What follows belongs to an exercise in optimizing a design on an open flow for small area; a production flow would make more cautious choices.
At most, simulation tests tie the RTL to the original design; equivalence was not proved.
No functional check of the RTL was part of run 7.
Power figures rest on the tool's default switching activity, not on a simulated workload.

`flow/design.v`:
```
module reg_file_sb #(
    parameter int DATA_W   = 32,
    parameter int ADDR_W   = 5,
    parameter int NUM_RD   = 2,
    parameter int BYPASS   = 1,
    parameter int ZERO_REG = 1
) (
    input  logic                     clk,
    input  logic                     rst,
    input  logic [NUM_RD*ADDR_W-1:0] rd_addr,
    output logic [NUM_RD*DATA_W-1:0] rd_data,
    output logic [NUM_RD-1:0]        rd_busy,
    input  logic                     wr_en,
    input  logic [ADDR_W-1:0]        wr_addr,
    input  logic [DATA_W-1:0]        wr_data,
    input  logic                     rsv_en,
    input  logic [ADDR_W-1:0]        rsv_addr,
    output logic                     rsv_ok,
    output logic [ADDR_W:0]          busy_cnt
);
    localparam int DEPTH = 1 << ADDR_W;
    logic [DATA_W-1:0] regs  [1:DEPTH-1];
    logic [DEPTH-1:1]  valid;
    logic [DEPTH-1:1]  busy;
    logic [DEPTH-1:1] wr_sel;
    logic [DEPTH-1:1] rsv_hit;
    always_comb begin
        for (int r = 1; r < DEPTH; r++) begin
            wr_sel[r]  = wr_en && (wr_addr == ADDR_W'(r));
            rsv_hit[r] = (rsv_addr == ADDR_W'(r));
        end
    end
    logic [DEPTH-1:1] rd_ok;
    logic [DEPTH-1:1] bz;
    assign rd_ok = valid & ~wr_sel;
    assign bz    = busy  & ~wr_sel;
    logic wr_live;      
    logic rsv_bz;       
    logic wr_b;         
    assign wr_live = wr_en && wr_addr != '0;
    assign rsv_bz  = |(rsv_hit & bz);
    assign wr_b    = |(wr_sel & busy);
    assign rsv_ok = rsv_en && !rsv_bz;
    logic cnt_inc, cnt_dec;
    assign cnt_inc = rsv_ok && rsv_addr != '0;
    assign cnt_dec = wr_b;
    always_ff @(posedge clk or negedge rst) begin
        if (!rst) begin
            valid    <= '0;
            busy     <= '0;
            busy_cnt <= '0;
        end else begin
            valid    <= valid | wr_sel;
            busy     <= bz | (rsv_hit & {(DEPTH-1){rsv_en}});
            if (cnt_inc != cnt_dec)
                busy_cnt <= cnt_inc ? busy_cnt + 1'b1 : busy_cnt - 1'b1;
        end
    end
    always_ff @(posedge clk) begin
        for (int r = 1; r < DEPTH; r++)
            if (wr_sel[r]) regs[r] <= wr_data;
    end
    for (genvar k = 0; k < NUM_RD; k++) begin : g_rd
        logic [ADDR_W-1:0] addr;
        logic [DEPTH-1:1]  hit;
        logic [DEPTH-1:0]  dsel;      
        assign addr = rd_addr[k*ADDR_W +: ADDR_W];
        always_comb begin
            for (int r = 1; r < DEPTH; r++) begin
                hit[r]  = (addr == ADDR_W'(r));
                dsel[r] = hit[r] && rd_ok[r];
            end
            dsel[0] = wr_live && wr_addr == addr;
        end
        for (genvar b = 0; b < DATA_W; b++) begin : g_bit
            logic [DEPTH-1:0] col;
            assign col[0] = wr_data[b];
            for (genvar r = 1; r < DEPTH; r++) begin : g_col
                assign col[r] = regs[r][b];
            end
            rf_and_or #(.N(DEPTH)) u_sel (.sel(dsel), .d(col), .y(rd_data[k*DATA_W + b]));
        end
        assign rd_busy[k] = |(hit & bz);
    end
endmodule
module rf_and_or #(
    parameter int N = 32
) (
    input  logic [N-1:0] sel,
    input  logic [N-1:0] d,
    output logic         y
);
    localparam int G = (N - 2) / 3;
    logic [G-1:0] n;
    logic         h;
    for (genvar g = 0; g < G; g++) begin : g_grp
        rf_aoi222 u_aoi (.s(sel[3*g +: 3]), .d(d[3*g +: 3]), .y(n[g]));
    end
    assign h = ~&n;
    rf_a221o u_last (.s(sel[N-2 +: 2]), .d(d[N-2 +: 2]), .c(h), .y(y));
endmodule
module rf_aoi222 (
    input  logic [2:0] s,
    input  logic [2:0] d,
    output logic       y
);
    assign y = ~|(s & d);
endmodule
module rf_a221o (
    input  logic [1:0] s,
    input  logic [1:0] d,
    input  logic       c,
    output logic       y
);
    assign y = |(s & d) | c;
endmodule
```
`flow/flow/run.sh`:
```
#!/bin/bash
# The standard ORFS layout (standard.sh, unchanged synthesis), with two
# changes to how the layout is made:
#  - ports are buffered with buf_2 instead of the default delay-cell buffer;
#  - clock tree: clkbuf_8 only, small sink clusters, no dummy loads.
# The make output goes to flow_make.log; ORFS keeps each step's log under
# orfs/logs/.
set -euo pipefail
bash standard.sh \
  "BUFFER_PORTS_ARGS=-buffer_cell sky130_fd_sc_hd__buf_2" \
  "CTS_ARGS=-sink_clustering_enable -repair_clock_nets -dont_use_dummy_load -buf_list sky130_fd_sc_hd__clkbuf_8 -sink_clustering_size 14 -sink_clustering_max_diameter 50" \
  finish > flow_make.log 2>&1
```
`flow/standard.sh`:
```
#!/bin/bash
# synth_recipe.tcl (not shown) runs the flow's synth.tcl, then flattens the netlist and writes it again
# the make line also repeats each setting of config.mk as NAME=value (left out here)
make -C /OpenROAD-flow-scripts/flow DESIGN_CONFIG=/design/flow/config.mk WORK_HOME=/design/flow/orfs CLKGATE_MAP_FILE= SYNTH_SCRIPT=/design/flow/synth_recipe.tcl "${@:-finish}"
```
`flow/config.mk`:
```
export PLATFORM = sky130hd
export DESIGN_NAME = reg_file_sb
export DESIGN_NICKNAME = reg_file_sb
export VERILOG_FILES = /design/flow/design.v
export SDC_FILE = /design/flow/constraint.sdc
export NUM_CORES = 4
export LEC_CHECK = 0
export CAP_MARGIN = 20
export CORE_MARGIN = 2
export CORE_UTILIZATION = 60
export SLEW_MARGIN = 20
export SYNTH_HIERARCHICAL = 1
export SYNTH_MINIMUM_KEEP_SIZE = 0
```
`flow/constraint.sdc`:
```
create_clock -name core_clock -period 7.0 [get_ports {clk}]
set_input_delay 1.4000 -clock core_clock [delete_from_list [all_inputs] [get_ports {clk}]]
set_output_delay 1.4000 -clock core_clock [all_outputs]
set_load 0.01 [all_outputs]
```
==> results of run 1 <==
[worst max-delay path, delay by kind of cell]
family / cells / cell delay (ps)
buffers and inverters: 3 / 1170
AO/OA/AOI/OAI: 2 / 410
AND/OR/NAND/NOR: 5 / 2110
[Yosys stat by module, one instance, submodules excluded, excerpt]
module | flip-flops and latches | area (sq um) | cells inside | times used
rf_aoi222 | 0 | 10.0 | 1 | 640
rf_a221o | 0 | 10.0 | 1 | 64
reg_file_sb | 1060 | 34900 | 1596 | 1
[registers in the layout, summed over array words and instances, names as in the netlist]
register	flops
busy_cnt	6
valid	31
regs	992
busy	31
[path summary, 6_finish.rpt]
path                                      from                 endpoint  cells after the start  slack, ps
max                                 rd_addr[0]              rd_data[20]                     10        460
min                        valid[25]$_DFF_PN0_      valid[25]$_DFF_PN0_                      1        470
max reg2reg                 busy[26]$_DFF_PN0_  busy_cnt[5]$_DFFE_PN0P_                     14       3410
min reg2reg                valid[25]$_DFF_PN0_      valid[25]$_DFF_PN0_                      1        470
max in group asynchronous                  rst        busy[3]$_DFF_PN0_                      2       5380
min in group asynchronous                  rst       valid[7]$_DFF_PN0_                      2        900
[where the power goes]
part	total [uW]	leakage (uW)	switching [uW]	internal, uW
sequential	7220	0.00974	126	7100
combinational	1300	0.00482	867	434
clock	3260	0.000741	1960	1300
total	11800	0.0153	2960	8830
[final cells by class]
type                            instances  share of cell area, %
Multi-Input combinational cell       1439                   25.2
Sequential cell                      1060                   65.9
Antenna cell                            3                 0.0157
Inverter                               15                  0.118
Tap cell                              950                   2.49
Clock buffer                          103                   2.97
Timing Repair Buffer                  246                   3.33
[logic make-up (layout without fill, tap and decap cells)]
group	count (synthesis)	count (layout)	synth area share (%)
AO/OA/AOI/OAI	874	874	18.8
XOR/XNOR	15	15	0.346
adder cells (fa/ha/maj)	5	5	0.162
buffers and inverters	57	364	0.696
flip-flops	1060	1060	72.6
multiplexers	16	16	0.427
other	0	3	0
AND/OR/NAND/NOR	529	529	6.93
[synthesized netlist by cell type, types with 8 or more instances]
cell type  instances  area [sq um]
a21oi_1            8          40.0
a221o_1           64           641
a222oi_1         640          6410
buf_2             10          50.1
buf_6             10           113
clkbuf_1          18          67.6
dfrtp_1           68          1700
edfxtp_1         992         29800
inv_1             14          52.6
mux2i_1            8          80.1
nand2_1          117           439
nand2b_1          19           119
nand3_1           11          55.1
nand4_1          133           832
nor2_1            35           131
nor2b_1           12          75.1
nor3_1            68           340
o2111ai_1         17           149
o21ai_0           83           415
or2_2             26           163
or3_1             68           425
xnor2_1            8          70.1
[stage by stage]
stage	hold slack [ps]	setup WS, ps	area, sq um	util (%)
floorplan	432	381	43400	-
global route	483	548	47800	66.8
detailed placement	449	747	46400	64.9
global placement	446	771	46400	64.9
CTS	469	722	47800	66.8
finish	472	463	47800	66.8
[per-layer routing]
metal  routed length (microns)  GRT usage [%]  up-vias
li1                          -              -    12784
met1                     54000           58.6    16482
met2                     75700           69.0     4050
met3                     31400           16.8      917
met4                     15000           30.6       12
met5                       170          0.578        -
==> summary.md, run 1 <==
| Metric | Value |
|---|---|
| Status | `no timing/DRC/antenna violations` |
| Critical Path Slowest Stage Cell | `nor3_2` |
| Tmin final | `roughly 6500 ps` |
| Worst skew pair latency | `710 ps` |
| Remaining antenna violation count | `0` |
| Ratio of cells with drive above 1 in the final layout | `17.1%` |
| Post-synth EDFFs | `992` |
| GRT overflow | `0` |
| Max Cap Violations | `0` |
| CTS tree | `yes` |
| Area of the multi-input gates | `0.0120 sq mm` |
| Routed WL per cell | `46.2 microns` |
| Setup bufs post-CTS | `0` |
| CTS Buf Count | `103` |
| Final WL | `176000 microns` |
| Synthesized cell area | `~0.043 sq mm` |
| Die area | `0.0744 sq mm` |
| DP HPWL | `95300 microns` |
| Worst-path cell chain | `buf_2 > nor2b_1 > nand2_1 > nor3_2 > buf_4 > a222oi_1 > nand2_1 > or3_1 > a221o_1 > buf_2` |
| Final hold violation count | `0` |
| Hold buffer count at cts | `0` |
| Slew Viols, Final | `0` |
| Setup TNS | `0 ps` |
| Worst-path clk slew | `~70 ps` |
| First DRT Iteration DRCs | `10090` |
| GP Congestion | `1.00` |
| Slew of the pin with the lowest slew margin | `1310 ps` |
| Asr flop ratio synth | `under 10%` |
| Post-synthesis cell count | `2556` |
| Relative slew slack | `approximately an eighth` |
| Clk sinks | `1060` |
| Crit-path max FO | `24` |
| Cell Rows | `98` |
| Setup Skew | `roughly 48 ps` |
| Port bufs | `128` |
| Initial Util | `between 60 and 70%` |
| Fmax | `153 MHz` |
| Clk root buf | `clkbuf_8` |
| Vias in the first global route | `33507` |
| Main flop type after synthesis | `edfxtp_1` |
| First-pass GRT wire length | `242000 microns` |
| Worst endpoint required time | `around 5600 ps` |
| Peak VDD IR | `0.222 mV` |
| Core area | `0.0715 sq mm` |
| Post-CTS sizing | `0` |
| Synth warn | `8` |
| Filler cell count | `4885` |
| Sequential cell area fraction in the yosys report | `between 70% and 80%` |
| Synth Area per Inst | `17.0 sq um` |
| Die Ht | `273 microns` |
| Power Total | `approximately 12000 uW` |
| CP Capture Type | `output port` |
| Startpoint types | `input port` |
| H-tree depth | `3` |
| Most frequent cells in the layout | `edfxtp_1 (992), a222oi_1 (640), nand4_1 (133)` |
| Antenna violations before repair | `12` |
| First-pass iteration count of the detailed router | `13` |
| Syn_nets | `2617` |
| Via density | `8.97` |
| Pin count of the biggest net entering global routing | `69` |
| Final setup viols | `0` |
| Post-synth cell types | `77` |
| Overall routing resource usage | `between 40% and 50%` |
| Filler-free cell count of the finished design | `roughly 3800` |
| RSZ-0062 raised after global routing | `no` |
| Die width | `273 microns` |
| Commonest non-fill, non-tap cell in the layout | `edfxtp_1` |
| Reg area | `0.0315 sq mm` |
| Leakage power | `0.0153 uW` |
| CP peak stage delay | `1110 ps` |
| Maximum buffer depth of the clock tree | `3` |
| HP Class | `reg2reg` |
| Area Growth Syn to Fin | `10.2%` |
| #FFs+latches synth | `1060` |
| Placed insts | `around 3700` |
| Data arrival time of the critical path | `5140 ps` |
| Period utilisation layout | `93.4%` |
| Pwr per Cell Area | `247 mW/mm^2` |
| Via count | `approximately 34000` |
| Final nets | `2926` |
| Num ports | `129` |
| WS Path Type | `in2out` |
| Drt drc | `0` |
==> run 2, diff against run 1 <==
==> flow/flow/run.sh (replaced) <==
#!/bin/bash
# The standard ORFS layout (standard.sh, unchanged synthesis), with these
# changes to how the layout is made:
#  - ports are buffered with buf_2 instead of the default delay-cell buffer;
#  - clock tree: clkbuf_4 only, small sink clusters, no dummy loads;
#  - after global routing, gates off the critical paths are downsized
#    (ORFS's power recovery).
# The make output goes to flow_make.log; ORFS keeps each step's log under
# orfs/logs/.
set -euo pipefail
bash standard.sh \
  "BUFFER_PORTS_ARGS=-buffer_cell sky130_fd_sc_hd__buf_2" \
  "CTS_ARGS=-sink_clustering_enable -repair_clock_nets -dont_use_dummy_load -buf_list sky130_fd_sc_hd__clkbuf_4 -sink_clustering_size 8 -sink_clustering_max_diameter 40" \
  RECOVER_POWER=100 \
  finish > flow_make.log 2>&1
==> run 2 against run 1 <==
Net effect:
- now fails the layout checks on max-capacitance violations, max-slew violations
- global-route usage up 0.69 points
- clock-buffer cell count up 57
- sequential power about the same
- die area unchanged
- register-to-register slack worse by 30 ps
- worst setup slack worse by 130 ps
- critical path type unchanged
- critical endpoint is now rd_data[38]
==> summary.md, run 2 <==
| Metric | Value |
|---|---|
| Status | `finished with violations` |
| Blocking Checks | `max-capacitance violations, max-slew violations` |
| XOR/XNOR Fraction of Synth Area | `0.346%` |
| Top Registers | `regs x992, busy x31, valid x31` |
| Fmax | `roughly 150 MHz` |
| H-tree depth | `4` |
| First-pass GRT wire length | `245000 microns` |
| Leakage power | `0.0148 uW` |
| Top cells by count, synth | `edfxtp_1 (992), a222oi_1 (640), nand4_1 (133)` |
| Max reg flops | `992` |
| Routed WL per cell | `approximately 46 microns` |
| HP Class | `reg2reg` |
| Final setup viols | `0` |
| Maximum buffer depth of the clock tree | `3` |
| Largest reg by FF count | `regs` |
| Post-synth cell types | `77` |
| Startpoint types | `input port` |
| Finished Cell Area | `0.0471 sq mm` |
| Num ports | `129` |
| Pin count of the biggest net entering global routing | `69` |
| Final nets | `2984` |
| Worst-path clk slew | `around 60 ps` |
| Post-Synth Simple-Gate Area | `under 10%` |
| Top cells by area, synth | `edfxtp_1 (69%), a222oi_1 (15%), dfrtp_1 (3.9%)` |
| Multiplexer share of the synthesized area | `less than 1%` |
| Final Util | `66.0%` |
| Hold buffer count at cts | `0` |
| Tmin final | `between 6000 and 7000 ps` |
| Syn_nets | `~2600` |
| Port bufs | `around 130` |
| GP Congestion | `between 1 and 1.5` |
| Worst skew pair latency | `1040 ps` |
| Asr flop ratio synth | `6.42%` |
| Setup bufs post-CTS | `0` |
| Post-Synth Adder-Cell Area | `0.162%` |
| CP Capture Type | `output port` |
| Cell Rows | `98` |
| Core area | `0.0715 sq mm` |
| DP HPWL | `roughly 95000 microns` |
| Share of the synthesized area in the top cell type | `~69%` |
| Via density | `8.96` |
| Ratio of cells with drive above 1 in the final layout | `13.2%` |
| Peak VDD IR | `~0.22 mV` |
| Data arrival time of the critical path | `5270 ps` |
| Filler-free cell count of the finished design | `3876` |
| Die width | `273 microns` |
| Final hold violation count | `0` |
| Relative slew slack | `-176%` |
| Commonest non-fill, non-tap cell in the layout | `edfxtp_1` |
| Pwr per Cell Area | `245 mW/mm^2` |
| Post-CTS sizing | `0` |
| Main flop type after synthesis | `edfxtp_1` |
| GRT overflow | `0` |
| Vias in the first global route | `34109` |
| Cell taking the most area after synthesis | `edfxtp_1` |
| Largest family of logic cells by synthesized area | `compound AO/OA/AOI/OAI gates` |
| Max Cap Violations | `45` |
| Synthesized cell area | `0.0434 sq mm` |
| Antenna violations before repair | `11` |
| Most frequent cell after synthesis | `edfxtp_1` |
| Most frequent cells in the layout | `edfxtp_1 (992), a222oi_1 (640), clkbuf_4 (160)` |
| Via count | `34732` |
| Crit-path max FO | `32` |
| Placed insts | `3710` |
| Post-synth EDFFs | `approximately 1000` |
| RSZ-0062 raised after global routing | `no` |
| Sequential cell area fraction in the yosys report | `between 70 and 80%` |
| CTS tree | `yes` |
| Initial Util | `60.6%` |
| Clk root buf | `clkbuf_4` |
| Remaining antenna violation count | `0` |
| CTS Buf Count | `160` |
| Overall routing resource usage | `47.4%` |
| Setup Skew | `about 36 ps` |
| Post-synthesis cell count | `2556` |
| Period utilisation layout | `between 90% and 100%` |
| Worst endpoint required time | `~5600 ps` |
| Compound-Gate Fraction of Synth Area | `18.8%` |
| Final WL | `178000 microns` |
| Synth warn | `8` |
| WS Path Type | `in2out` |
| Slew Viols, Final | `~1500` |
| First-pass iteration count of the detailed router | `15` |
| Die Ht | `273 microns` |
| Placed cell area | `0.0464 sq mm` |
| Setup TNS | `0 ps` |
| Synth Area per Inst | `around 17 sq um` |
| Drt drc | `0` |
| First DRT Iteration DRCs | `9483` |
| Area Growth Syn to Fin | `8.75%` |
| #FFs+latches synth | `1060` |
| Die area | `0.0744 sq mm` |
| Clk sinks | `1060` |
| Slew of the pin with the lowest slew margin | `4150 ps` |
==> run 2: where the power goes <==
group          internal [uW]  switching (uW)  total [uW]
registers               7100             125        7230
clock network           1050            2030        3070
logic                    399             868        1270
total                   8550            3020       11600
==> run 2: area by class of cell <==
class / instances / area, sq um
diodes: 5 / 12.5
clock buffers: 160 / 1200
fillers: 5102 / 24300
inverters: 15 / 56.3
multi-input cells: 1439 / 11900
flip-flops and latches: 1060 / 31500
well taps: 950 / 1190
repair buffers: 247 / 1310
==> run 2: cell families (layout without fill, tap and decap cells) <==
logic type	count (synthesis)	count (layout)
xor+xnor	15	15
mux	16	16
simple gates	529	529
compound gates	874	874
fa+ha+maj	5	5
flops	1060	1060
buf+inv	57	422
other cells	0	5
==> run 2: worst max-delay path, stage by stage <==
cell,delay [ps]
clkbuf_1,380
nand2_1,600
o21ai_0,630
nor3_2,100
buf_4,360
a222oi_1,480
nand4_1,380
or3_1,490
a221o_1,270
clkbuf_1,140
==> run 2: path summary, 6_finish.rpt <==
| kind | from | to | slack, ps | depth (start not counted) |
|---|---|---|---|---|
| max in group asynchronous | rst | valid[20]$_DFF_PN0_ | 2720 | 2 |
| worst min register to register | valid[7]$_DFF_PN0_ | valid[7]$_DFF_PN0_ | 470 | 1 |
| worst max-delay path | wr_addr[4] | rd_data[38] | 330 | 10 |
| worst min-delay path | valid[7]$_DFF_PN0_ | valid[7]$_DFF_PN0_ | 470 | 1 |
| worst max register to register | busy[7]$_DFF_PN0_ | busy_cnt[5]$_DFFE_PN0P_ | 3380 | 14 |
| min in group asynchronous | rst | busy[11]$_DFF_PN0_ | 1910 | 2 |
==> run 2: per-module statistics from Yosys (local to each module, per instance), excerpt <==
module | cell area, sq um | times used | flip-flops and latches
reg_file_sb | 34900 | 1 | 1060
rf_aoi222 | 10.0 | 640 | 0
rf_a221o | 10.0 | 64 | 0
==> run 2: through the flow <==
step | setup slack (ps) | hold slack, ps | power (uW)
2_1_floorplan | 381 | 432 | 7960
3_3_place_gp | 771 | 446 | 8570
3_5_place_dp | 747 | 449 | 8600
4_1_cts | 722 | 465 | 11500
5_1_grt | 379 | 485 | 11800
6_report | 334 | 467 | 11600
==> run 2: routing by layer <==
metal | vias to the layer above | wire, microns | global-route usage (%)
li1 | 12963 | - | -
met1 | 16699 | 54300 | 58.5
met3 | 1002 | 32500 | 18.8
met5 | - | 184 | 1.22
met4 | 14 | 16100 | 32.6
met2 | 4054 | 75000 | 69.0
==> run 3, diff against run 2 <==
--- a/flow/design.v
+++ b/flow/design.v
@@ -92,10 +92,22 @@
 );
-    localparam int G = (N - 2) / 3;
-    logic [G-1:0] n;
-    logic         h;
-    for (genvar g = 0; g < G; g++) begin : g_grp
+    logic [9:0] n;
+    logic [1:0] h;
+    for (genvar g = 0; g < 10; g++) begin : g_grp
         rf_aoi222 u_aoi (.s(sel[3*g +: 3]), .d(d[3*g +: 3]), .y(n[g]));
     end
-    assign h = ~&n;
-    rf_a221o u_last (.s(sel[N-2 +: 2]), .d(d[N-2 +: 2]), .c(h), .y(y));
+    assign h[0] = ~&n[3:0];
+    assign h[1] = ~&n[7:4];
+    rf_and_or_last u_last (.h(h), .n(n[9:8]), .s(sel[31:30]), .d(d[31:30]), .y(y));
+endmodule
+module rf_and_or_last (
+    input  logic [1:0] h,
+    input  logic [1:0] n,
+    input  logic [1:0] s,
+    input  logic [1:0] d,
+    output logic       y
+);
+    logic m, t;
+    assign m = ~(h[0] | h[1]);
+    assign t = ~|(s & d);
+    assign y = ~(n[0] & n[1] & m & t);
 endmodule
@@ -108,9 +120 @@
 endmodule
-module rf_a221o (
-    input  logic [1:0] s,
-    input  logic [1:0] d,
-    input  logic       c,
-    output logic       y
-);
-    assign y = |(s & d) | c;
-endmodule
==> flow/flow/run.sh (replaced) <==
#!/bin/bash
# The standard ORFS layout (standard.sh, unchanged synthesis), with two
# changes to how the layout is made:
#  - ports are buffered with buf_2 instead of the default delay-cell buffer;
#  - clock tree: clkbuf_4 only, small sink clusters, no dummy loads.
# The make output goes to flow_make.log; ORFS keeps each step's log under
# orfs/logs/.
set -euo pipefail
bash standard.sh \
  "BUFFER_PORTS_ARGS=-buffer_cell sky130_fd_sc_hd__buf_2" \
  "CTS_ARGS=-sink_clustering_enable -repair_clock_nets -dont_use_dummy_load -buf_list sky130_fd_sc_hd__clkbuf_4 -sink_clustering_size 8 -sink_clustering_max_diameter 40" \
  finish > flow_make.log 2>&1
==> run 3 against run 2 <==
Net effect:
- now clean on timing, DRC and antenna
- clock power fell by 1%
- die area is 0.37% lower
- hold slack better by 3.5 ps
- combinational power hardly changed
- clock-buffer cell count stayed put
- largest power group unchanged
- via count decreased by 0.75%
- sequential share of layout area down 0.42 points
- synthesized cell count did not move
- routed wire length fell by 2.8%
- maximum frequency rose by 6.0%
- critical path depth increased by 1
- first-iteration DRC count grew 1.9%
==> summary.md, run 3 <==
| Metric | Value |
|---|---|
| Max reg flops | `992` |
| Dpl ws | `roughly 1000 ps` |
| Peak VDD IR | `0.221 mV` |
| Area Growth Syn to Fin | `9.84%` |
| Slew of the pin with the lowest slew margin | `1240 ps` |
| Routed WL per cell | `44.6 microns` |
| Fmax | `about 160 MHz` |
| Status | `no timing/DRC/antenna violations` |
| Filler cell count | `5072` |
| Worst reg2reg path depth | `14` |
| Setup TNS | `0 ps` |
| Synth Area per Inst | `16.9 sq um` |
| Synth warn | `8` |
| CTS Buf Count | `160` |
| Initial Util | `roughly three fifths` |
| Power Total | `11500 uW` |
| Slew Viols, Final | `0` |
| Final setup viols | `0` |
| Period utilisation layout | `89.9%` |
| Critical R2R Capture | `busy_cnt[5]$_DFFE_PN0P_` |
| Top Registers | `regs x992, busy x31, valid x31` |
| Sequential cell area fraction in the yosys report | `72.9%` |
| Via count | `between 30000 and 40000` |
| WS Path Type | `in2out` |
| HP Class | `reg2reg` |
| Largest reg by FF count | `regs` |
| WHS | `471 ps` |
| Cell taking the most area after synthesis | `edfxtp_1` |
| Core area | `0.0714 sq mm` |
| Vias in the first global route | `33853` |
| Tmin final | `6290 ps` |
| Startpoint types | `input port` |
| CTS tree | `yes` |
| Worst-path clk slew | `40 ps` |
| Overall routing resource usage | `46.2%` |
| GP Congestion | `0.971` |
| Post-synth EDFFs | `992` |
| Data arrival time of the critical path | `roughly 4900 ps` |
| Leakage power | `0.0147 uW` |
| First-pass iteration count of the detailed router | `11` |
| First DRT Iteration DRCs | `9665` |
| Pin count of the biggest net entering global routing | `69` |
| CP peak stage delay | `470 ps` |
| Die width | `272 microns` |
| Worst skew pair latency | `~970 ps` |
| Clk root buf | `clkbuf_4` |
| Post-synth cell types | `76` |
| Hold buffer count at cts | `0` |
| CP Capture Type | `output port` |
| Max Cap Violations | `0` |
| Maximum buffer depth of the clock tree | `3` |
| First-pass GRT wire length | `240000 microns` |
| GRT overflow | `0` |
| Share of the synthesized area in the top cell type | `69.0%` |
| Commonest non-fill, non-tap cell in the layout | `edfxtp_1` |
| Worst endpoint required time | `5600 ps` |
| Antenna violations before repair | `11` |
| Remaining antenna violation count | `0` |
| Worst Hold Path EP | `valid[8]$_DFF_PN0_` |
| Final WL | `173000 microns` |
| Cell Rows | `98` |
| Top cells by area, synth | `edfxtp_1 (69%), a222oi_1 (15%), dfrtp_1 (3.9%)` |
| Final nets | `2985` |
| Post-CTS sizing | `0` |
| Syn_nets | `roughly 2600` |
| Most frequent cells in the layout | `edfxtp_1 (992), a222oi_1 (640), nand4_1 (197)` |
| Hold Startpoint | `valid[8]$_DFF_PN0_` |
| Slack of the worst reg-to-reg path | `3230 ps` |
| Main flop type after synthesis | `edfxtp_1` |
| Crit-path max FO | `32` |
| Pwr per Cell Area | `243 mW/mm^2` |
| Synthesized cell area | `about 0.043 sq mm` |
| Port bufs | `128` |
| Top cells by count, synth | `edfxtp_1 (992), a222oi_1 (640), nand4_1 (197)` |
| Drt drc | `0` |
| Via density | `8.88` |
| Hold depth | `1` |
| R2R Path Start | `busy[7]$_DFF_PN0_` |
| Relative slew slack | `17.1%` |
| Asr flop ratio synth | `under 10%` |
| Num ports | `129` |
| Die area | `0.0741 sq mm` |
| PnR worst setup slack | `710 ps` |
| Post-synthesis cell count | `2556` |
| #FFs+latches synth | `1060` |
| Most frequent cell after synthesis | `edfxtp_1` |
| Final hold violation count | `0` |
| DP HPWL | `95100 microns` |
| Critical Path Slowest Stage Cell | `a222oi_1` |
| Clk sinks | `1060` |
| H-tree depth | `4` |
| Die Ht | `around 270 microns` |
| Setup bufs post-CTS | `0` |
| Ratio of cells with drive above 1 in the final layout | `19.1%` |
| Worst-path cell chain | `buf_2 > nand4b_4 > buf_4 > o21ai_0 > nor3_2 > buf_4 > a222oi_1 > nand4_1 > nor2_1 > nand4_1 > buf_2` |
| Setup Skew | `about 28 ps` |
| RSZ-0062 raised after global routing | `no` |
[run 3: cell types whose count changed after synthesis, sizes merged]
cell / change
a221o: -64
a22oi: +64
nand2: -64
nand4: +64
nor2: +64
or3: -64
[run 3: worst max-delay path by stage]
stage | from | endpoint | cells after the start
floorplan | wr_addr[4] | rd_data[0] | 10
global placement | wr_addr[0] | rd_data[53] | 10
detailed placement | wr_addr[0] | rd_data[61] | 11
CTS | wr_addr[0] | rd_data[61] | 11
global route | wr_addr[2] | rd_data[32] | 11
finish | wr_addr[2] | rd_data[32] | 11
[run 3: cell type report]
cell class / count / area [sq um] / area share [%]
multi-input cells: 1439 / 11900 / 25.1
flip-flops and latches: 1060 / 31500 / 66.4
diodes: 10 / 25.0 / 0.0527
repair buffers: 248 / 1580 / 3.33
well taps: 950 / 1190 / 2.51
clock buffers: 160 / 1200 / 2.53
inverters: 15 / 58.8 / 0.124
[run 3: cells by family (layout without fill, tap and decap cells)]
group,count (synthesis),after routing,share of synthesized area [%]
other,0,10,0
AOI/OAI and AO/OA,874,874,18.5
muxes,16,16,0.429
adders and majority gates,5,5,0.162
DFF,1060,1060,72.9
and+or+nand+nor,529,529,6.96
buffers and inverters,57,423,0.698
xor gates and xnor gates,15,15,0.348
[run 3: stage by stage]
step                std cells  utilization [%]  instance area (sq um)
detailed placement       3711             64.7                  46200
global placement         3711             64.7                  46200
global route             3881             66.5                  47400
CTS                      3871             66.4                  47400
floorplan                2556                -                  43200
finish                   3882             66.5                  47400
[run 3: critical path, delay by kind of cell]
kind / cells / cell delay (ps)
buffers and inverters: 4 / 1210
and+or+nand+nor: 5 / 1350
AOI/OAI and AO/OA: 2 / 870
[run 3: metal layers]
layer,share of wire [%],vias up,GRT usage (%)
met4,7.7,4,28.9
li1,-,12979,-
met2,42,4142,66.5
met3,19,934,19.4
met1,31,16413,58.3
met5,0.013,-,0
[run 3: power by group]
group | internal, uW | switching [uW]
clock | 1050 | 1990
sequential | 7090 | 130
combinational | 391 | 869
total | 8530 | 2980
[run 3: Yosys stat by module, one instance, submodules excluded, excerpt]
| module | times used | area, sq um | cells | flops+latches |
|---|---|---|---|---|
| rf_and_or_last | 64 | 17.5 | 3 | 0 |
| rf_aoi222 | 640 | 10.0 | 1 | 0 |
| reg_file_sb | 1 | 34900 | 1596 | 1060 |
==> run 4, diff against run 3 <==
--- a/flow/design.v
+++ b/flow/design.v
@@ -40,4 +40,4 @@
     assign wr_live = wr_en && wr_addr != '0;
-    assign rsv_bz  = |(rsv_hit & bz);
-    assign wr_b    = |(wr_sel & busy);
+    rf_and_or31 u_rsv_bz (.sel(rsv_hit), .d(bz),   .y(rsv_bz));
+    rf_and_or31 u_wr_b   (.sel(wr_sel),  .d(busy), .y(wr_b));
     assign rsv_ok = rsv_en && !rsv_bz;
@@ -67,9 +67,8 @@
         assign addr = rd_addr[k*ADDR_W +: ADDR_W];
-        always_comb begin
-            for (int r = 1; r < DEPTH; r++) begin
-                hit[r]  = (addr == ADDR_W'(r));
-                dsel[r] = hit[r] && rd_ok[r];
-            end
-            dsel[0] = wr_live && wr_addr == addr;
+        always_comb
+            for (int r = 1; r < DEPTH; r++) hit[r] = (addr == ADDR_W'(r));
+        for (genvar r = 1; r < DEPTH; r++) begin : g_dsel
+            rf_and2 u_and (.a(hit[r]), .b(rd_ok[r]), .y(dsel[r]));
         end
+        assign dsel[0] = wr_live && wr_addr == addr;
         for (genvar b = 0; b < DATA_W; b++) begin : g_bit
@@ -82,3 +81,3 @@
         end
-        assign rd_busy[k] = |(hit & bz);
+        rf_and_or31 u_busy (.sel(hit), .d(bz), .y(rd_busy[k]));
     end
@@ -120 +119,19 @@
 endmodule
+module rf_and2 (
+    input  logic a,
+    input  logic b,
+    output logic y
+);
+    assign y = a & b;
+endmodule
+module rf_and_or31 (
+    input  logic [30:0] sel,
+    input  logic [30:0] d,
+    output logic        y
+);
+    logic [9:0] n;
+    for (genvar g = 0; g < 10; g++) begin : g_grp
+        rf_aoi222 u_aoi (.s(sel[3*g +: 3]), .d(d[3*g +: 3]), .y(n[g]));
+    end
+    assign y = ~&n | (sel[30] & d[30]);
+endmodule
--- a/flow/flow/run.sh
+++ b/flow/flow/run.sh
@@ -10,3 +10,3 @@
   "BUFFER_PORTS_ARGS=-buffer_cell sky130_fd_sc_hd__buf_2" \
-  "CTS_ARGS=-sink_clustering_enable -repair_clock_nets -dont_use_dummy_load -buf_list sky130_fd_sc_hd__clkbuf_4 -sink_clustering_size 8 -sink_clustering_max_diameter 40" \
+  "CTS_ARGS=-sink_clustering_enable -repair_clock_nets -dont_use_dummy_load -buf_list sky130_fd_sc_hd__clkbuf_4 -sink_clustering_size 9 -sink_clustering_max_diameter 45" \
   finish > flow_make.log 2>&1
==> run 4 against run 3 <==
Net effect:
- area after synthesis is 0.15% lower
- sequential power hardly changed
- global-route usage is 2.9 points lower
- critical endpoint is now rd_data[12]
- hold slack worse by 9.2 ps
- worst setup slack worse by 50 ps
- clock-buffer cell count is 17 lower
- cell area is 1.3% lower
- routed wire length is 6.9% lower
- total power is 2.3% lower
- combinational power is 7% lower
==> summary.md, run 4 <==
| Metric | Value |
|---|---|
| Cell taking the most area after synthesis | `edfxtp_1` |
| First-pass GRT wire length | `226000 microns` |
| Crit-path max FO | `20` |
| First-pass iteration count of the detailed router | `15` |
| Most frequent cells in the layout | `edfxtp_1 (992), a222oi_1 (680), nand4_1 (204)` |
| Setup Skew | `~46 ps` |
| GRT overflow | `0` |
| P_sw | `2830 uW` |
| Tmin final | `6340 ps` |
| Final setup viols | `0` |
| Top cells by count, synth | `edfxtp_1 (992), a222oi_1 (680), nand4_1 (204)` |
| Initial Util | `between 60% and 70%` |
| Top cells by area, synth | `edfxtp_1 (69%), a222oi_1 (16%), dfrtp_1 (3.9%)` |
| Setup TNS | `0 ps` |
| Relative slew slack | `approximately a fifth` |
| Maximum buffer depth of the clock tree | `3` |
| Ratio of cells with drive above 1 in the final layout | `roughly 15%` |
| Die Ht | `272 microns` |
| GP Congestion | `1.02` |
| Vias in the first global route | `about 33000` |
| Critical Path Slowest Stage Cell | `nand4b_1` |
| #FFs+latches synth | `~1100` |
| Remaining antenna violation count | `0` |
| Final hold violation count | `0` |
| Startpoint types | `input port` |
| Sequential power share | `63.9%` |
| RSZ-0062 raised after global routing | `no` |
| Post-synth EDFFs | `992` |
| Largest reg by FF count | `regs` |
| Commonest non-fill, non-tap cell in the layout | `edfxtp_1` |
| Slew Viols, Final | `0` |
| Routed WL per cell | `41.6 microns` |
| Pint | `between 8000 and 9000 uW` |
| Share of the synthesized area in the top cell type | `just under 70%` |
| Hold buffer count at cts | `0` |
| Slew of the pin with the lowest slew margin | `approximately 1200 ps` |
| Data arrival time of the critical path | `4940 ps` |
| Synthesized cell area | `0.0431 sq mm` |
| Port bufs | `128` |
| Via density | `8.47` |
| CTS Buf Count | `143` |
| Die width | `272 microns` |
| Post-synthesis cell count | `2569` |
| Leakage power | `0.0147 uW` |
| Filler-free cell count of the finished design | `around 3900` |
| H-tree depth | `4` |
| Worst-path cell chain | `buf_2 > nand4b_1 > nor2_4 > nor2b_1 > and2_1 > buf_4 > a222oi_1 > nand4_1 > nor2_1 > nand4_1 > buf_2` |
| Antenna violations before repair | `1` |
| Clk sinks | `1060` |
| Pin count of the biggest net entering global routing | `between 60 and 70` |
| Cell Rows | `98` |
| Overall routing resource usage | `43.3%` |
| Crit-path leading delay family | `simple AND/OR/NAND/NOR gates` |
| Status | `no timing/DRC/antenna violations` |
| DP HPWL | `94600 microns` |
| Post-synth cell types | `51` |
| Peak VDD IR | `~0.24 mV` |
| Placed insts | `roughly 3700` |
| Fmax | `158 MHz` |
| Num ports | `129` |
| Via count | `32786` |
| Die area | `between 0.07 and 0.08 sq mm` |
| CTS tree | `yes` |
| Asr flop ratio synth | `~6.4%` |
| Core area | `between 0.07 and 0.08 sq mm` |
| Synth Area per Inst | `~17 sq um` |
| First DRT Iteration DRCs | `8460` |
| Worst Hold Path EP | `valid[11]$_DFF_PN0_` |
| Worst-path clk slew | `70 ps` |
| Final WL | `between 150000 and 200000 microns` |
| WP depth | `11` |
| Synth warn | `8` |
| Final nets | `2982` |
| Setup bufs post-CTS | `0` |
| Hold depth | `1` |
| Main flop type after synthesis | `edfxtp_1` |
| Syn_nets | `2630` |
| Gate power share | `10.4%` |
| Period utilisation layout | `~90%` |
| Sequential cell area fraction in the yosys report | `73.0%` |
| Worst reg2reg path depth | `12` |
| Clk root buf | `clkbuf_4` |
| Hold Startpoint | `valid[11]$_DFF_PN0_` |
| Clock power share | `between 20% and 30%` |
| Crit path launch | `wr_addr[4]` |
| Critical R2R Capture | `busy_cnt[5]$_DFFE_PN0P_` |
| WS Path Type | `in2out` |
| R2R Path Start | `busy[1]$_DFF_PN0_` |
| Slack of the worst reg-to-reg path | `between 3000 and 4000 ps` |
| Post-CTS sizing | `0` |
| Area Growth Syn to Fin | `8.64%` |
| CP Capture Type | `output port` |
| Worst skew pair latency | `slightly below 1000 ps` |
| WHS | `462 ps` |
| Top Registers | `regs x992, busy x31, valid x31` |
| Max reg flops | `between 900 and 1000` |
| CP peak stage delay | `590 ps` |
| Worst endpoint required time | `approximately 5600 ps` |
| Drt drc | `0` |
| Switching share of power | `25.1%` |
| Max Cap Violations | `0` |
| Pwr per Cell Area | `240 mW/mm^2` |
| Buf/Inv on CP | `3` |
| Most frequent cell after synthesis | `edfxtp_1` |
| HP Class | `reg2reg` |
run 4: changes by cell type in the layout (fill, tap and decap cells not counted), moves of 13 or more:
cell,delta
nor2b_1,+14
clkbuf_4,-17
a222oi_1,+40
o21ai_0,-79
nor3_1,+14
nor2_1,+77
o2111ai_1,-17
and2_2,+13
o21bai_1,+18
nor3_2,-58
nand2_1,-19
inv_1,+13
and2_1,+77
run 4: worst max path at each step:
stage | endpoint | slack, ps
final | rd_data[12] | 660
after global routing | rd_data[12] | 690
after CTS | rd_data[12] | 810
after detailed placement | rd_data[12] | 800
after global placement | rd_data[12] | 770
after floorplan | rd_data[0] | 690
run 4: cell families (layout without fill, tap and decap cells):
logic type      after synthesis  after routing  share of synthesized area, %
flops                      1060           1060                          73.0
compound gates              794            794                          17.8
simple gates                633            633                          8.04
buf+inv                      62            412                         0.638
xor+xnor                     13             13                         0.264
fa+ha+maj                     5              5                         0.162
mux                           2              2                        0.0696
other cells                   0              1                             0
run 4: final cells by class:
class	instances	area, sq um
clock buffer	143	1070
timing repair buffer	235	1460
multi-input combinational	1447	11500
inverter	34	130
fill	5118	24500
tap	950	1190
antenna	1	2.50
sequential	1060	31500
run 4: stage by stage:
stage	area [sq um]	setup WS [ps]	power, uW	utilization [%]
after floorplan	43100	691	7910	-
after global placement	45800	774	8420	64.1
after detailed placement	45800	802	8460	64.1
after CTS	46800	812	11200	65.6
after global routing	46800	687	11600	65.6
final	46800	660	11300	65.6
run 4: power by group through the flow:
stage                     registers, uW  logic, uW  clock network (uW)
after floorplan                    7310        605                   0
after global placement             7320       1110                   0
after detailed placement           7330       1140                   0
after CTS                          7180       1140                2900
after global routing               7210       1230                3160
final                              7190       1170                2890
run 4: per-layer routing:
| layer | wire [microns] | global-route usage [%] | vias to the layer above |
|---|---|---|---|
| met4 | 11300 | 26.9 | 0 |
| met1 | 51000 | 54.3 | 16025 |
| li1 | - | - | 12857 |
| met3 | 27100 | 15.0 | 608 |
| met5 | 0 | 0 | - |
| met2 | 71800 | 65.1 | 3296 |
run 4: modules after synthesis, one instance, submodules excluded, a selection:
module,area (sq um),times used,cells,flops+latches
rf_aoi222,10.0,680,1,0
rf_and_or_last,17.5,64,3,0
rf_and_or31,27.5,4,4,0
reg_file_sb,33900,1,1491,1060
rf_and2,6.26,62,1,0
==> run 5, diff against run 4 <==
--- a/flow/design.v
+++ b/flow/design.v
@@ -54,4 +54,3 @@
             busy     <= bz | (rsv_hit & {(DEPTH-1){rsv_en}});
-            if (cnt_inc != cnt_dec)
-                busy_cnt <= cnt_inc ? busy_cnt + 1'b1 : busy_cnt - 1'b1;
+            busy_cnt <= busy_cnt + {{ADDR_W{cnt_dec && !cnt_inc}}, cnt_inc != cnt_dec};
         end
==> run 5 against run 4 <==
Net effect:
- utilization is 0.14 points lower
- global-route usage rose by 0.27 points
- register-to-register slack worse by 220 ps
- clock skew decreased by 9.5 ps
- area after synthesis shrank 0.22%
- clock-buffer cell count decreased by 1
- synthesized cell count decreased by 0.70%
- hold slack barely moved
- sequential share of layout area is 0.26 points higher
- flip-flop and latch count is the same
- non-clock buffer count decreased by 13
- largest cell class unchanged
- largest power group unchanged
==> summary.md, run 5 <==
| Metric | Value |
|---|---|
| Slack of the worst reg-to-reg path | `3280 ps` |
| WS Path Type | `in2out` |
| Initial Util | `60.4%` |
| Pwr per Cell Area | `around 240 mW/mm^2` |
| Top Registers | `regs x992, busy x31, valid x31` |
| Asr flop ratio synth | `6.42%` |
| Post-synth EDFFs | `992` |
| Synth Area per Inst | `16.9 sq um` |
| Relative slew slack | `between 9 and 10%` |
| Post-synth cell types | `44` |
| R2R Path Start | `busy[10]$_DFF_PN0_` |
| Worst skew pair latency | `1010 ps` |
| HP Class | `reg2reg` |
| Drt drc | `0` |
| Critical Path Slowest Stage Cell | `nand4b_1` |
| Hold buffer count at cts | `0` |
| Top cells by count, synth | `edfxtp_1 (992), a222oi_1 (680), nand4_1 (202)` |
| Final nets | `2954` |
| #FFs+latches synth | `1060` |
| Port bufs | `approximately 130` |
| CP Capture Type | `output port` |
| Largest reg by FF count | `regs` |
| Most frequent cell after synthesis | `edfxtp_1` |
| Sequential cell area fraction in the yosys report | `roughly 73%` |
| Antenna violations before repair | `7` |
| Hold Startpoint | `valid[5]$_DFF_PN0_` |
| Core area | `0.0712 sq mm` |
| Max Cap Violations | `0` |
| Routed WL per cell | `42.3 microns` |
| Via count | `approximately 33000` |
| First-pass iteration count of the detailed router | `14` |
| Worst Hold Path EP | `valid[5]$_DFF_PN0_` |
| Status | `no timing/DRC/antenna violations` |
| Setup bufs post-CTS | `0` |
| Slew of the pin with the lowest slew margin | `1350 ps` |
| CP peak stage delay | `580 ps` |
| Cell taking the most area after synthesis | `edfxtp_1` |
| Tmin final | `between 6000 and 7000 ps` |
| Clk sinks | `1060` |
| Max reg flops | `about 990` |
| Top cells by area, synth | `edfxtp_1 (69%), a222oi_1 (16%), dfrtp_1 (4.0%)` |
| DP HPWL | `96100 microns` |
| Setup Skew | `37.0 ps` |
| Syn_nets | `2614` |
| Period utilisation layout | `91.4%` |
| First DRT Iteration DRCs | `between 9000 and 10000` |
| Vias in the first global route | `between 30000 and 40000` |
| Clk root buf | `clkbuf_4` |
| Worst-path cell chain | `buf_2 > nand4b_1 > nor2_4 > nor2b_1 > and2_1 > buf_4 > a222oi_1 > nand4_1 > nor2_1 > nand4_1 > buf_2` |
| Fmax | `about 160 MHz` |
| Hold depth | `1` |
| Commonest non-fill, non-tap cell in the layout | `edfxtp_1` |
| Slew Viols, Final | `0` |
| Overall routing resource usage | `a little over two fifths` |
| Pin count of the biggest net entering global routing | `69` |
| Die width | `approximately 270 microns` |
| Post-synthesis cell count | `between 2000 and 3000` |
| Main flop type after synthesis | `edfxtp_1` |
| Area of the multi-input gates | `0.0114 sq mm` |
| Setup TNS | `0 ps` |
| WHS | `462 ps` |
| Die Ht | `about 270 microns` |
| Num ports | `129` |
| Die area | `0.0739 sq mm` |
| First-pass GRT wire length | `226000 microns` |
| Filler cell count | `around 5100` |
| Buf/Inv on CP | `3` |
| Data arrival time of the critical path | `~5000 ps` |
| GP Congestion | `0.987` |
| Critical R2R Capture | `busy_cnt[4]$_DFF_PN0_` |
| Crit-path leading delay family | `simple AND/OR/NAND/NOR gates` |
| Remaining antenna violation count | `0` |
| Worst reg2reg path depth | `15` |
| Synth warn | `8` |
| Crit-path max FO | `19` |
| Cell Rows | `98` |
| Synthesized cell area | `roughly 0.043 sq mm` |
| CTS Buf Count | `between 100 and 150` |
| GRT overflow | `0` |
| Worst endpoint required time | `approximately 5600 ps` |
| Via density | `~8.6` |
| Leakage power | `approximately 0.015 uW` |
| Most frequent cells in the layout | `edfxtp_1 (992), a222oi_1 (680), nand4_1 (202)` |
| CTS tree | `yes` |
| Peak VDD IR | `between 0.15 and 0.2 mV` |
| WP depth | `11` |
| Area Growth Syn to Fin | `8.46%` |
| Final setup viols | `0` |
| Maximum buffer depth of the clock tree | `3` |
| Share of the synthesized area in the top cell type | `around 70%` |
| RSZ-0062 raised after global routing | `no` |
| Reg area | `about 0.031 sq mm` |
| Ratio of cells with drive above 1 in the final layout | `15.3%` |
| H-tree depth | `4` |
| Startpoint types | `input port` |
| Worst-path clk slew | `approximately 60 ps` |
| Final hold violation count | `0` |
| Post-CTS sizing | `0` |
| Final WL | `163000 microns` |
-- run 5: changes by cell type after synthesis, sizes merged, moves of 3 or more --
cell    previous run  this run
buf               11         5
clkbuf            17        21
or2b               0         4
nand2             34        31
nand3             16        13
o21ai              5         2
-- run 5: stage by stage --
| step | total power, uW | instance area [sq um] | instances | setup slack (ps) | utilization [%] |
|---|---|---|---|---|---|
| finish | 11200 | 46700 | 3848 | 600 | 65.5 |
| global placement | 8370 | 45600 | 3697 | 788 | 64.0 |
| floorplan | 7860 | 43000 | 2551 | 691 | - |
| global route | 11500 | 46700 | 3846 | 461 | 65.5 |
| CTS | 11200 | 46600 | 3839 | 750 | 65.5 |
| detailed placement | 8400 | 45600 | 3697 | 758 | 64.0 |
-- run 5: cell families after synthesis --
kind of cell	share of synthesized area [%]
XOR/XNOR	0.305
flip-flops	73.2
buffers and inverters	0.587
adder cells (fa/ha/maj)	0.221
AND/OR/NAND/NOR	8.01
AO/OA/AOI/OAI	17.7
-- run 5: metal layers --
| metal | GRT usage, % | vias to the layer above | wire length, microns |
|---|---|---|---|
| li1 | - | 12785 | - |
| met1 | 55.0 | 15989 | 51100 |
| met2 | 64.8 | 3568 | 71900 |
| met3 | 14.7 | 674 | 27400 |
| met4 | 28.4 | 2 | 12500 |
| met5 | 0.257 | - | 8 |
-- run 5: power breakdown --
part	internal, uW	switching, uW
logic	365	754
registers	7100	87.5
clock network	934	1950
total	8390	2800
-- run 5: area by class of cell --
class | count | share of cell area [%]
flip-flops and latches | 1060 | 67.5
well taps | 950 | 2.55
diodes | 9 | 0.0483
clock buffers | 142 | 2.28
inverters | 33 | 0.265
multi-input cells | 1432 | 24.5
repair buffers | 222 | 2.88
-- run 5: worst max-delay path by stage --
stage | from | endpoint | slack, ps
after global routing | wr_addr[4] | rd_data[18] | 460
after detailed placement | wr_addr[4] | rd_data[13] | 760
after CTS | wr_addr[4] | rd_data[13] | 750
after floorplan | rd_addr[6] | rd_data[32] | 690
after global placement | wr_addr[4] | rd_data[13] | 790
final | wr_addr[4] | rd_data[58] | 600
-- run 5: per-module statistics from Yosys (local to each module, per instance), a selection --
module / cell area (sq um) / flops+latches / copies in the design
rf_and_or31: 27.5 / 0 / 4
rf_and_or_last: 17.5 / 0 / 64
reg_file_sb: 33800 / 1060 / 1
rf_and2: 6.26 / 0 / 62
rf_aoi222: 10.0 / 0 / 680
==> run 6, diff against run 5 <==
==> flow/flow/run.sh (replaced) <==
#!/bin/bash
# The standard ORFS layout (standard.sh, unchanged synthesis), with these
# changes to how the layout is made:
#  - input ports are buffered with buf_2 instead of the default delay-cell
#    buffer; output ports with buf_1 (flow/pre_resize.tcl, run at the start
#    of the resize step, after global placement);
#  - clock tree: clkbuf_4 only, small sink clusters, no dummy loads.
# The make output goes to flow_make.log; ORFS keeps each step's log under
# orfs/logs/.
set -euo pipefail
here=$(pwd)
bash standard.sh \
  "BUFFER_PORTS_ARGS=-inputs -buffer_cell sky130_fd_sc_hd__buf_2" \
  "PRE_RESIZE_TCL=$here/flow/pre_resize.tcl" \
  "CTS_ARGS=-sink_clustering_enable -repair_clock_nets -dont_use_dummy_load -buf_list sky130_fd_sc_hd__clkbuf_4 -sink_clustering_size 9 -sink_clustering_max_diameter 45" \
  finish > flow_make.log 2>&1
==> flow/flow/pre_resize.tcl (new file) <==
# Buffer the output ports with buf_1: each drives only its port's load. The
# input ports were buffered in global placement (BUFFER_PORTS_ARGS -inputs).
buffer_ports -outputs -buffer_cell sky130_fd_sc_hd__buf_1
==> run 6 against run 5 <==
Net effect:
- still clean
- global-route usage fell by 1.9 points
- via count fell by 1.4%
- sequential power hardly changed
- combinational power about the same
- flip-flop and latch count stayed put
- routed wire length shrank 4.1%
- clock skew rose by 44 ps
- clock power about the same
- synthesized cell count stayed put
- critical path depth did not move
- critical path type unchanged
- largest cell class unchanged
==> summary.md, run 6 <==
| Metric | Value |
|---|---|
| Most used cell, CP | `nand4_1` |
| Switching share of power | `24.9%` |
| Final hold violation count | `0` |
| Max reg flops | `around 1000` |
| Period utilisation layout | `86.8%` |
| Leakage power | `0.0143 uW` |
| CTS tree | `yes` |
| Maximum buffer depth of the clock tree | `3` |
| Dpl ws | `1010 ps` |
| Fmax | `~160 MHz` |
| Area Growth Syn to Fin | `7.89%` |
| Slew of the pin with the lowest slew margin | `1240 ps` |
| Clk root buf | `clkbuf_4` |
| First-pass iteration count of the detailed router | `11` |
| Overall routing resource usage | `41.7%` |
| P_sw | `2770 uW` |
| WHS | `between 200 and 250 ps` |
| Remaining antenna violation count | `0` |
| Most frequent cells in the layout | `edfxtp_1 (992), a222oi_1 (680), nand4_1 (202)` |
| Drt drc | `0` |
| Worst endpoint required time | `5600 ps` |
| Synth warn | `8` |
| CP peak stage delay | `580 ps` |
| Finished Cell Area | `0.0464 sq mm` |
| Slew Viols, Final | `0` |
| CTS Buf Count | `about 140` |
| Post-CTS sizing | `0` |
| DP HPWL | `about 89000 microns` |
| Worst skew pair latency | `1030 ps` |
| Hold buffer count at cts | `0` |
| Cell taking the most area after synthesis | `edfxtp_1` |
| Pint | `8360 uW` |
| Die Ht | `272 microns` |
| Asr flop ratio synth | `6.42%` |
| WS Path Type | `in2out` |
| Status | `no timing/DRC/antenna violations` |
| Cell Rows | `98` |
| Relative slew slack | `approximately 17%` |
| Post-synthesis cell count | `2551` |
| Data arrival time of the critical path | `4680 ps` |
| Peak VDD IR | `0.212 mV` |
| Top cells by count, synth | `edfxtp_1 (992), a222oi_1 (680), nand4_1 (202)` |
| Worst-path cell chain | `buf_2 > nand4b_1 > nor2_4 > nor2b_1 > and2_1 > buf_4 > a222oi_1 > nand4_1 > nor2_1 > nand4_1 > buf_1` |
| Setup TNS | `0 ps` |
| CP Capture Type | `output port` |
| Routed WL per cell | `40.9 microns` |
| Worst reg2reg path depth | `15` |
| Worst-path clk slew | `90 ps` |
| Pin count of the biggest net entering global routing | `61` |
| Synth Area per Inst | `16.9 sq um` |
| Ratio of cells with drive above 1 in the final layout | `12.7%` |
| Placed cell area | `0.0453 sq mm` |
| Vias in the first global route | `between 30000 and 40000` |
| Num ports | `129` |
| Final nets | `2930` |
| H-tree depth | `4` |
| Pwr per Cell Area | `roughly 240 mW/mm^2` |
| Largest reg by FF count | `regs` |
| Post-synth EDFFs | `992` |
| Via density | `8.53` |
| Startpoint types | `input port` |
| Commonest non-fill, non-tap cell in the layout | `edfxtp_1` |
| Sequential cell area fraction in the yosys report | `73.2%` |
| GP Congestion | `1.03` |
| Clk sinks | `1060` |
| Share of the synthesized area in the top cell type | `69.2%` |
| Crit-path max FO | `32` |
| Gate power share | `under 10%` |
| Clock power share | `25.7%` |
| Max Cap Violations | `0` |
| Antenna violations before repair | `2` |
| RSZ-0062 raised after global routing | `no` |
| Sequential power share | `64.5%` |
| Top Registers | `regs x992, busy x31, valid x31` |
| Tmin final | `a little over 6000 ps` |
| Post-synth cell types | `44` |
| Synthesized cell area | `0.0430 sq mm` |
| HP Class | `in2async` |
| #FFs+latches synth | `1060` |
| Setup Skew | `81.2 ps` |
| Most frequent cell after synthesis | `edfxtp_1` |
| Setup bufs post-CTS | `0` |
| GRT overflow | `0` |
| Initial Util | `60.4%` |
| Die width | `272 microns` |
| Die area | `0.0739 sq mm` |
| Via count | `32570` |
| Main flop type after synthesis | `edfxtp_1` |
| Syn_nets | `2614` |
| First-pass GRT wire length | `219000 microns` |
| Core area | `0.0712 sq mm` |
| Final WL | `roughly 160000 microns` |
| Top cells by area, synth | `edfxtp_1 (69%), a222oi_1 (16%), dfrtp_1 (4.0%)` |
| Critical Path Slowest Stage Cell | `nand4b_1` |
| First DRT Iteration DRCs | `7855` |
| PnR worst setup slack | `slightly above 900 ps` |
| Final setup viols | `0` |
| Port bufs | `55` |
-- run 6: changes by cell type in the layout (fill, tap and decap cells not counted) --
cell      delta
buf_12       +1
clkbuf_4     -1
and2_2      +17
buf_2       -73
buf_1       +73
diode_2      -6
and2_1      -17
buf_8        +1
buf_4       -25
-- run 6: Yosys stat by module, one instance, submodules excluded, a selection --
module / cells / flops+latches
rf_and2: 1 / 0
rf_aoi222: 1 / 0
reg_file_sb: 1473 / 1060
rf_and_or31: 4 / 0
rf_and_or_last: 3 / 0
-- run 6: worst max-delay path, delay by kind of cell --
family / cells / cell delay, ps
AND/OR/NAND/NOR: 7 / 2140
buffers and inverters: 3 / 640
AO/OA/AOI/OAI: 1 / 480
-- run 6: per-layer routing --
| metal | share of wire (%) | track usage [%] | vias up |
|---|---|---|---|
| li1 | - | - | 12723 |
| met1 | 32 | 53.8 | 16012 |
| met2 | 44 | 62.2 | 3283 |
| met3 | 16 | 12.1 | 552 |
| met4 | 7.4 | 27.3 | 0 |
| met5 | 0 | 0 | - |
-- run 6: per-stage QoR --
step	util, %	std cells	power [uW]
after global routing	65.2	3816	11400
final	65.2	3818	11100
after global placement	63.2	3599	8300
after floorplan	-	2551	7860
after detailed placement	63.6	3672	8370
after CTS	65.1	3813	11100
-- run 6: layout make-up --
| class | count | area [sq um] |
|---|---|---|
| Sequential cell | 1060 | 31500 |
| Fill cell | 5083 | 24800 |
| Multi-Input combinational cell | 1432 | 11500 |
| Tap cell | 950 | 1190 |
| Timing Repair Buffer | 199 | 1100 |
| Clock buffer | 141 | 1060 |
| Inverter | 33 | 124 |
| Antenna cell | 3 | 7.51 |
-- run 6: cell families after synthesis --
kind of cell / Yosys count / share of synthesized area [%]
AO/OA/AOI/OAI: 789 / 17.7
buffers and inverters: 59 / 0.587
AND/OR/NAND/NOR: 621 / 8.01
XOR/XNOR: 15 / 0.305
flip-flops: 1060 / 73.2
adder cells (fa/ha/maj): 7 / 0.221
-- run 6: power groups by stage --
stage | Sequential, uW | Clock [uW] | Combinational, uW
after detailed placement | 7320 | 0 | 1050
final | 7180 | 2860 | 1090
after floorplan | 7300 | 0 | 554
after CTS | 7180 | 2870 | 1060
after global placement | 7330 | 0 | 968
after global routing | 7200 | 3110 | 1130
-- run 6: final timing paths --
kind / slack (ps) / start / to
min in group core_clock: 460 / valid[26]$_DFF_PN0_ / valid[26]$_DFF_PN0_
worst min-delay path: 200 / rst / busy_cnt[2]$_DFF_PN0_
max in group asynchronous: 5630 / rst / valid[8]$_DFF_PN0_
worst min register to register: 460 / valid[26]$_DFF_PN0_ / valid[26]$_DFF_PN0_
worst max-delay path: 920 / wr_addr[4] / rd_data[10]
worst max register to register: 3310 / busy[16]$_DFF_PN0_ / busy_cnt[4]$_DFF_PN0_
==> run 7, diff against run 6 <==
==> flow/design.v (replaced) <==
module reg_file_sb #(
    parameter int DATA_W   = 32,
    parameter int ADDR_W   = 5,
    parameter int NUM_RD   = 2,
    parameter int BYPASS   = 1,
    parameter int ZERO_REG = 1
) (
    input  logic                     clk,
    input  logic                     rst,
    input  logic [NUM_RD*ADDR_W-1:0] rd_addr,
    output logic [NUM_RD*DATA_W-1:0] rd_data,
    output logic [NUM_RD-1:0]        rd_busy,
    input  logic                     wr_en,
    input  logic [ADDR_W-1:0]        wr_addr,
    input  logic [DATA_W-1:0]        wr_data,
    input  logic                     rsv_en,
    input  logic [ADDR_W-1:0]        rsv_addr,
    output logic                     rsv_ok,
    output logic [ADDR_W:0]          busy_cnt
);
    localparam int DEPTH = 1 << ADDR_W;
    logic [DATA_W-1:0] regs  [1:DEPTH-1];
    logic [DEPTH-1:1]  valid;
    logic [DEPTH-1:1]  busy;
    logic [DEPTH-1:1] wr_sel;
    logic [DEPTH-1:1] rsv_sel;
    always_comb begin
        for (int r = 1; r < DEPTH; r++) begin
            wr_sel[r]  = wr_en  && (wr_addr  == ADDR_W'(r));
            rsv_sel[r] = rsv_en && (rsv_addr == ADDR_W'(r));
        end
    end
    logic rsv_busy;     
    logic wr_busy;      
    assign rsv_busy = |(rsv_sel & busy & ~wr_sel);
    assign wr_busy  = |(wr_sel & busy);
    assign rsv_ok = rsv_en && !rsv_busy;
    logic [DEPTH-1:1] busy_set;
    assign busy_set = rsv_sel & ~(busy & ~wr_sel);    
    logic cnt_inc, cnt_dec;
    assign cnt_inc = |(rsv_sel & ~busy);
    assign cnt_dec = |(wr_sel & busy & ~rsv_sel);
    always_ff @(posedge clk or negedge rst) begin
        if (!rst) begin
            valid    <= '0;
            busy     <= '0;
            busy_cnt <= '0;
        end else begin
            valid    <= valid | wr_sel;
            busy     <= (busy & ~wr_sel) | busy_set;
            if (cnt_inc != cnt_dec)
                busy_cnt <= cnt_inc ? busy_cnt + 1'b1 : busy_cnt - 1'b1;
        end
    end
    always_ff @(posedge clk) begin
        for (int r = 1; r < DEPTH; r++)
            if (wr_sel[r]) regs[r] <= wr_data;
    end
    for (genvar k = 0; k < NUM_RD; k++) begin : g_rd
        logic [ADDR_W-1:0] addr;
        logic              is_fwd;
        logic [DEPTH-1:1]  hit;
        logic [DEPTH-1:1]  dsel;
        logic [DATA_W-1:0] acc;
        assign addr   = rd_addr[k*ADDR_W +: ADDR_W];
        assign is_fwd = wr_en && wr_addr != '0 && wr_addr == addr;
        always_comb begin
            for (int r = 1; r < DEPTH; r++) begin
                hit[r]  = !is_fwd && (addr == ADDR_W'(r));
                dsel[r] = hit[r] && valid[r];
            end
            acc = {DATA_W{is_fwd}} & wr_data;
            for (int r = 1; r < DEPTH; r++)
                acc = acc | ({DATA_W{dsel[r]}} & regs[r]);
        end
        assign rd_data[k*DATA_W +: DATA_W] = acc;
        assign rd_busy[k] = |(hit & busy);
    end
endmodule
==> flow/run.sh (new file) <==
#!/bin/bash
# synth_recipe.tcl (not shown) runs the flow's synth.tcl, then flattens the netlist and writes it again
# the make line also repeats each setting of config.mk as NAME=value (left out here)
make -C /OpenROAD-flow-scripts/flow DESIGN_CONFIG=/design/flow/config.mk WORK_HOME=/design/flow/orfs CLKGATE_MAP_FILE= SYNTH_SCRIPT=/design/flow/synth_recipe.tcl finish
--- a/flow/config.mk
+++ b/flow/config.mk
@@ -7,2 +7,3 @@
 export LEC_CHECK = 0
+export ABC_AREA = 1
 export CAP_MARGIN = 20
@@ -11,3 +12 @@
 export SLEW_MARGIN = 20
-export SYNTH_HIERARCHICAL = 1
-export SYNTH_MINIMUM_KEEP_SIZE = 0
removed: flow/flow/run.sh
removed: flow/flow/pre_resize.tcl
removed: flow/standard.sh
==> run 7 against run 6 <==
Net effect:
- final cell count is 99% higher
- highest routed layer is now met5
- synthesized cell count rose by 140%
- clock-buffer cell count rose by 12
- area after synthesis increased by 24%
- first-iteration DRC count is 28% higher
- clock power is 110% higher
- non-clock buffer count up 132
- die area increased by 24%
- largest cell class unchanged
- via count increased by 54%
- utilization up 3.7 points
==> summary.md, run 7 <==
| Metric | Value |
|---|---|
| Status | `no timing/DRC/antenna violations` |
| Worst skew pair latency | `720 ps` |
| Switching share of power | `roughly 26%` |
| Max Cap Violations | `0` |
| Remaining antenna violation count | `0` |
| Share of the synthesized area in the top cell type | `55.8%` |
| Tmin final | `6680 ps` |
| Slack of the worst reg-to-reg path | `4240 ps` |
| RSZ-0062 raised after global routing | `no` |
| CP peak stage delay | `630 ps` |
| Top Registers | `regs x992, busy x31, valid x31` |
| Critical R2R Capture | `busy_cnt[5]$_DFFE_PN0P_` |
| Slew Viols, Final | `0` |
| Core area | `0.0882 sq mm` |
| Worst-path cell chain | `clkdlybuf4s50_1 > nor2_2 > nand2_1 > nand2_1 > nand2_2 > nand4_4 > buf_12 > nand3_2 > buf_4 > o21ai_0 > nor2_1 > nand2_1 > nor2_1 > nand2_1 > clkdlybuf4s50_1` |
| Clk sinks | `between 1000 and 1500` |
| Most frequent cells in the layout | `nand2_1 (2285), edfxtp_1 (992), nor2_1 (798)` |
| Main flop type after synthesis | `edfxtp_1` |
| Pint | `10800 uW` |
| Sequential cell area fraction in the yosys report | `59.0%` |
| First-pass iteration count of the detailed router | `7` |
| Leakage power | `0.0256 uW` |
| P_sw | `3730 uW` |
| Setup bufs post-CTS | `0` |
| Final Util | `68.8%` |
| Final setup viols | `0` |
| Sequential power share | `50.2%` |
| Die area | `0.0914 sq mm` |
| Data arrival time of the critical path | `5280 ps` |
| Gate power share | `under 10%` |
| Cell Rows | `about 110` |
| GRT overflow | `0` |
| Most used cell, CP | `nand2_1` |
| Maximum buffer depth of the clock tree | `3` |
| Asr flop ratio synth | `6.42%` |
| Fmax | `around 150 MHz` |
| Clk root buf | `clkbuf_16` |
| Overall routing resource usage | `51.2%` |
| GP Congestion | `0.980` |
| Post-synth cell types | `34` |
| Top cells by area, synth | `edfxtp_1 (56%), nand2_1 (16%), nand4_1 (6.2%)` |
| Max reg flops | `roughly 990` |
| Worst endpoint required time | `5600 ps` |
| Cell taking the most area after synthesis | `edfxtp_1` |
| Most frequent cell after synthesis | `nand2_1` |
| First DRT Iteration DRCs | `between 10000 and 15000` |
| Commonest non-fill, non-tap cell in the layout | `nand2_1` |
| Relative slew slack | `18.4%` |
| DP HPWL | `134000 microns` |
| Via count | `50226` |
| CTS tree | `yes` |
| Vias in the first global route | `46324` |
| Power Total | `14500 uW` |
| Post-synthesis cell count | `6197` |
| Synth warn | `2` |
| Crit-path max FO | `48` |
| WS Path Type | `in2out` |
| Placed cell area | `0.0572 sq mm` |
| Post-synth EDFFs | `approximately 1000` |
| Drt drc | `0` |
| WHS | `504 ps` |
| Initial Util | `between 60% and 70%` |
| Die width | `302 microns` |
| CP Capture Type | `output port` |
| Hold buffer count at cts | `0` |
| Ratio of cells with drive above 1 in the final layout | `7.60%` |
| Period utilisation layout | `95.4%` |
| #FFs+latches synth | `1060` |
| Critical Path Slowest Stage Cell | `clkdlybuf4s50_1` |
| Clock power share | `40.4%` |
| Worst-path clk slew | `60 ps` |
| Setup Skew | `roughly 7.1 ps` |
| Syn_nets | `6258` |
| Antenna violations before repair | `8` |
| HP Class | `in2async` |
| R2R Path Start | `busy[6]$_DFF_PN0_` |
| Worst reg2reg path depth | `19` |
| H-tree depth | `3` |
| Synthesized cell area | `0.0534 sq mm` |
| Num ports | `129` |
| First-pass GRT wire length | `325000 microns` |
| CTS Buf Count | `113` |
| Final hold violation count | `0` |
| Pin count of the biggest net entering global routing | `123` |
| Top cells by count, synth | `nand2_1 (2285), edfxtp_1 (992), nor2_1 (848)` |
| Routed WL per cell | `31.2 microns` |
| Slew of the pin with the lowest slew margin | `1220 ps` |
| Synth Area per Inst | `about 8.6 sq um` |
| Startpoint types | `input port` |
| Final nets | `6372` |
| Setup TNS | `0 ps` |
| Via density | `6.62` |
| Die Ht | `302 microns` |
| Finished Cell Area | `0.0608 sq mm` |
| Peak VDD IR | `~0.23 mV` |
| Post-CTS sizing | `0` |
| Port bufs | `roughly 130` |
| Area Growth Syn to Fin | `13.8%` |
| Largest reg by FF count | `regs` |
| Final WL | `approximately 240000 microns` |
| Pwr per Cell Area | `~240 mW/mm^2` |
-- run 7: cell count changes in the layout (fill, tap and decap cells not counted), sizes merged, moves of 49 or more --
cell	previous run	this run
nand2	31	2287
nor2	171	876
a222oi	680	0
inv	30	475
o21ai	2	426
nand4	202	534
nand3	13	164
clkdlybuf4s50	0	126
and2	92	0
a22oi	64	0
clkinv	3	52
-- run 7: through the flow --
stage / setup WS, ps / instances
after floorplan: 1550 / 6197
after global placement: 540 / 7361
after detailed placement: 525 / 7361
after CTS: 519 / 7573
after global routing: 198 / 7575
final: 319 / 7582
-- run 7: cell families after synthesis --
| family | count (synthesis) | share of synthesized area (%) |
|---|---|---|
| simple gates | 3880 | 30.4 |
| fa+ha+maj | 5 | 0.131 |
| buf+inv | 807 | 6.20 |
| xor+xnor | 6 | 0.0984 |
| flops | 1060 | 59.0 |
| compound gates | 439 | 4.16 |
-- run 7: routing by layer --
metal	wire (microns)	global-route usage (%)
met1	78000	66.6
met2	93800	69.7
met3	43600	20.4
met4	21000	36.6
met5	43	0
-- run 7: worst max path at each step --
| stage | depth (start not counted) | from | end |
|---|---|---|---|
| finish | 15 | wr_addr[3] | rd_data[13] |
| global route | 15 | wr_addr[3] | rd_data[13] |
| CTS | 17 | wr_addr[3] | rd_data[11] |
| detailed placement | 15 | wr_addr[2] | rd_data[13] |
| global placement | 15 | wr_addr[0] | rd_data[13] |
| floorplan | 11 | wr_en | rsv_ok |
-- run 7: area by class of cell --
type / count / area (sq um)
Tap cell: 1165 / 1460
Clock buffer: 153 / 3090
Timing Repair Buffer: 331 / 3290
Fill cell: 6998 / 27500
Clock inverter: 59 / 437
Multi-Input combinational cell: 4330 / 19200
Antenna cell: 9 / 22.5
Sequential cell: 1060 / 31500
Inverter: 475 / 1780
-- run 7: critical path, delay by kind of cell --
family                 cells  cell delay (ps)
buffers and inverters      4             2040
AND/OR/NAND/NOR           10             1630
AO/OA/AOI/OAI              1              150
-- run 7: power groups by stage --
stage / registers, uW / logic (uW) / clock network, uW
after floorplan: 7290 / 641 / 0
after global placement: 7390 / 1280 / 0
after detailed placement: 7390 / 1290 / 0
after CTS: 7260 / 1300 / 5810
after global routing: 7280 / 1420 / 6050
final: 7280 / 1360 / 5870
